Context: an optimization exercise on an open-source flow, tuned for small area and a short achievable clock period. The choices shown serve that exercise and are no tape-out recipe. In this exercise RTL edits were held to simulation tests only and were not proved equivalent to the original. Power figures rest on the tool's default switching activity, not on a simulated workload.

lagoon:
Design cpu_alu, start of the top module:
module cpu_alu #(
    parameter int WIDTH = pkg_cpu_alu::ALU_WIDTH
) (
    input  logic             clk,
    input  logic             rst,
    input  logic             in_valid,
    input  logic [WIDTH-1:0] a,
    input  logic [WIDTH-1:0] b,
    input  logic [3:0]       oper,
    input  logic [3:0]       flags_in,
    output logic             out_valid,
    output logic [WIDTH-1:0] result,
    output logic [3:0]       flags_out
);
Size in the first run: about 110 I/O pins.
Settings: LEC_CHECK=0, CAP_MARGIN=20, CORE_MARGIN=2, CORE_UTILIZATION=65, SETUP_SLACK_MARGIN=3.2, SLEW_MARGIN=20, SYNTH_HIERARCHICAL=1; clock period 11.0 ns.
standard.sh (not shown) runs the stock make flow with config.mk's settings and CLKGATE_MAP_FILE= SYNTH_SCRIPT=/design/flow/synth_recipe.tcl, a recipe that flattens the netlist after the stock synthesis.
==> flow/flow/run.sh <==
#!/bin/bash
# Standard layout, except that the port buffers are plain buf_2 cells instead of the
# resizer's default choice.
set -e
export BUFFER_PORTS_ARGS="-buffer_cell sky130_fd_sc_hd__buf_2"
bash standard.sh > standard.log 2>&1
Input-level comparison between onyx and lagoon:
- CORE_UTILIZATION now 60, was 65
- SETUP_SLACK_MARGIN now 3.3, was 3.2
## What came out
- Final standard cell area without fillers (onyx over lagoon): increase, about 1.8%
- Diff lagoon -> onyx: fraction of power spent switching nets held steady; power +59 uW; wire length picked up an extra 1.7 mm; global-route usage now sits lower; placer's final routability congestion estimate has decreased.
- Compared with lagoon, onyx shows a higher growth of design area from synthesis to finish.
- Mean instance size in the synthesized netlist: lagoon vs onyx identical
- onyx ends up with a proportion of layout cells with a drive suffix above 1 that is 1.2 points higher than in lagoon.
- The delay of the slowest critical-path stage of onyx and that of lagoon are within noise of each other.
Input changes introduced in cedar (baseline for comparison: onyx):
- CORE_UTILIZATION changed from 60 to 65
==> comparison <==
Side by side, met3 wire length turned out higher in cedar than in onyx.
Summary — height of the chip, cedar relative to onyx: lower, by 3.8%.
The lower share of power burned in the clock network of onyx and cedar is in onyx.
Diff onyx -> cedar | multi-input gate area in the final layout | decrease of 1.2%
Global-route usage: cedar higher than onyx
Per the comparison of cedar with onyx, final critical delay including setup and external delays rose by 0.070 ns, fill cell total of the finished layout went down by 14%.
[cedar vs onyx] wire length of the first global-routing pass: lower in cedar

* * *

build 88:
cpu_alu, a different RTL version from the one above (not shown whole).
For scale: roughly 2400 cells after synthesis, ~36 flip-flops, ~20000 sq um of cells after synthesis.
export LEC_CHECK = 0
export CAP_MARGIN = 20
export CORE_MARGIN = 2
export CORE_UTILIZATION = 60
export SETUP_SLACK_MARGIN = 3.4
export SLEW_MARGIN = 20
export SYNTH_HIERARCHICAL = 1
create_clock -name core_clock -period 11.0 [get_ports {clk}]
Scripts as last shown in full above: flow/flow/run.sh
[inputs] build 69 vs build 88
Settings: SETUP_SLACK_MARGIN changed from 3.4 to 3.
Findings:
The standard cells in build 69 occupy less silicon area than those in build 88 do.
[compare] base=build 88 new=build 69: number of gates resized after CTS shrank by about 60%, routed length on met1 grew by about 1.2%.
From build 88 to build 69 the numbers moved as follows: setup slack down 0.25 ns, filler cell count in the final layout now larger, number of well taps was more or less identical, slew at the pin closest to its max-slew limit fell by 0.058 ns.
On areal power density over the cells: build 69 sits below build 88.
Re share of cells above drive strength 1: build 88 and build 69 aren't equal, and the higher value belongs to build 88.
Number of slew-limit violations in the final report: build 69 vs build 88, no meaningful difference
## Diff of input files: build 78 against build 69
Settings: SETUP_SLACK_MARGIN changed from 3 to 3.6.
Notes after the runs:
- Build 78 against build 69: sequential portion of the cell area went down 0.26 points, total grt overflow saw little to no change, sum of buffers and inverters on the critical path went up.
- In the metrics for build 78 and build 69, the one carrying the higher static leakage is build 78.
- Build 78 ends up with a required time of the critical path that is 0.07 ns higher than in build 69.
- Compared with build 69, build 78 shows maximum frequency that has gone up by a few percent.
- Re via count: build 78 is 999 up on build 69.
- The largest stage delay on the critical path was comparable across build 78 and build 69.
### build 78 -> build 11
Settings: swapping 60 for 70 in CORE_UTILIZATION; swapping 3.6 for 3.2 in SETUP_SLACK_MARGIN.
[summary]
Summary of build 11 over build 78: worst path arrival time up 0.40 ns; fraction of layout cells with a size suffix above 1 down 5.5 points; number of clock sinks seen by CTS flat.
Compared with build 78, build 11 ends up with less cell area.
Any difference in final antenna-violating net count between build 78 and build 11 is small enough to ignore.
Compared to build 78, build 11 reaches a lower achievable clock.
NOTE: total inserted antenna cells in build 11 falls short of that of build 78
Side by side, share of cell area taken by flip-flops and latches turned out higher in build 11 than in build 78.
Lower logic gate share of total power was reported by build 11, not build 78.
Build 78 leaves more setup margin than build 11.

* * *

old:
cpu_alu, a different RTL version from the one above (not shown whole).
Size in the first run: roughly 2400 cells after synthesis, about 110 I/O pins, ~20000 um2 of cells after synthesis.
Settings: LEC_CHECK=0, CAP_MARGIN=20, CORE_MARGIN=2, CORE_UTILIZATION=60, SETUP_SLACK_MARGIN=3.4, SLEW_MARGIN=20, SYNTH_HIERARCHICAL=1; clock period 11.0 ns.
==> flow/flow/run.sh <==
#!/bin/bash
# Standard layout, except that the port buffers are plain buf_2 cells instead of the
# resizer's default choice, and synthesis maps each module for a light output load, so that
# the one-gate modules get minimum-size cells (the resizer upsizes what timing needs).
set -e
export BUFFER_PORTS_ARGS="-buffer_cell sky130_fd_sc_hd__buf_2"
bash standard.sh finish ABC_LOAD_IN_FF=1 > standard.log 2>&1
old ended with every stage complete and zero timing, DRC or antenna violations.
The inputs of new differ from those of old as listed below.
# old
export LEC_CHECK = 0
export CAP_MARGIN = 20
export CORE_MARGIN = 2
export CORE_UTILIZATION = 60
export SETUP_SLACK_MARGIN = 3.4
export SLEW_MARGIN = 20
export SYNTH_HIERARCHICAL = 1
create_clock -name core_clock -period 11.0 [get_ports {clk}]
# new
export LEC_CHECK = 0
export CAP_MARGIN = 20
export CORE_MARGIN = 2
export CORE_UTILIZATION = 60
export PLACE_DENSITY = 0.75
export SETUP_SLACK_MARGIN = 3.4
export SLEW_MARGIN = 20
export SYNTH_HIERARCHICAL = 1
create_clock -name core_clock -period 11.0 [get_ports {clk}]
==> flow/flow/run.sh <==
#!/bin/bash
# Standard layout, except that the port buffers are plain buf_2 cells instead of the
# resizer's default choice.
set -e
export BUFFER_PORTS_ARGS="-buffer_cell sky130_fd_sc_hd__buf_2"
bash standard.sh > standard.log 2>&1
Results
Looking at global-route met2 utilization, new sits below old.
Looking at new and old, the total power per unit cell area is a wash.
Compared with old, new shows a final critical-path required period that is 0.025 ns higher.
The clock tree buffer count of the final layout number comes out lower for new vs old.

[separate check: timing with driven ports]
In the flow no input, the clock included, has a driving cell. The finished layouts below were timed again as built, in two steps.
Step 1 (the two cells are an assumption about what drives the block):
set clk [get_ports {clk}]
set_driving_cell -lib_cell sky130_fd_sc_hd__clkbuf_16 $clk
set_driving_cell -lib_cell sky130_fd_sc_hd__buf_2 [delete_from_list [all_inputs] $clk]
Step 2 times the ports against the registers' clock, not the clock port: input delays grow and output delays shrink by t, the midpoint of the rising clock arrivals with the driver on.
Slacks: ideal ports / drivers / drivers and shift; pairs: ideal ports / drivers.
| run | t (ns) | setup WS [ns] | worst setup path at the end | latest minus earliest clock arrival (ns) |
|---|---|---|---|---|
| lagoon | 0.323 | 3.282 / 3.282 / 2.959 | input to register | 0.018 / 0.018 |
| onyx | 0.336 | 3.452 / 3.456 / 3.120 | input to register | 0.016 / 0.015 |
| cedar | 0.325 | 3.382 / 3.385 / 3.060 | input to register | 0.010 / 0.010 |
| build 88 | 0.305 | 3.444 / 3.447 / 3.142 | input to register | 0.004 / 0.004 |
| build 69 | 0.305 | 3.192 / 3.200 / 2.895 | input to register | 0.005 / 0.005 |
| build 78 | 0.305 | 3.582 / 3.561 / 3.256 | input to register | 0.006 / 0.006 |
| build 11 | 0.320 | 3.127 / 3.139 / 2.820 | input to register | 0.006 / 0.007 |
| old | 0.317 | 3.511 / 3.524 / 3.207 | input to register | 0.004 / 0.005 |
| new | 0.319 | 3.487 / 3.472 / 3.153 | input to register | 0.009 / 0.009 |
After both steps every run listed still meets setup and hold. For new, which loses most, drivers alone change the setup slack by -0.015 ns; drivers and shift together by -0.334 ns.
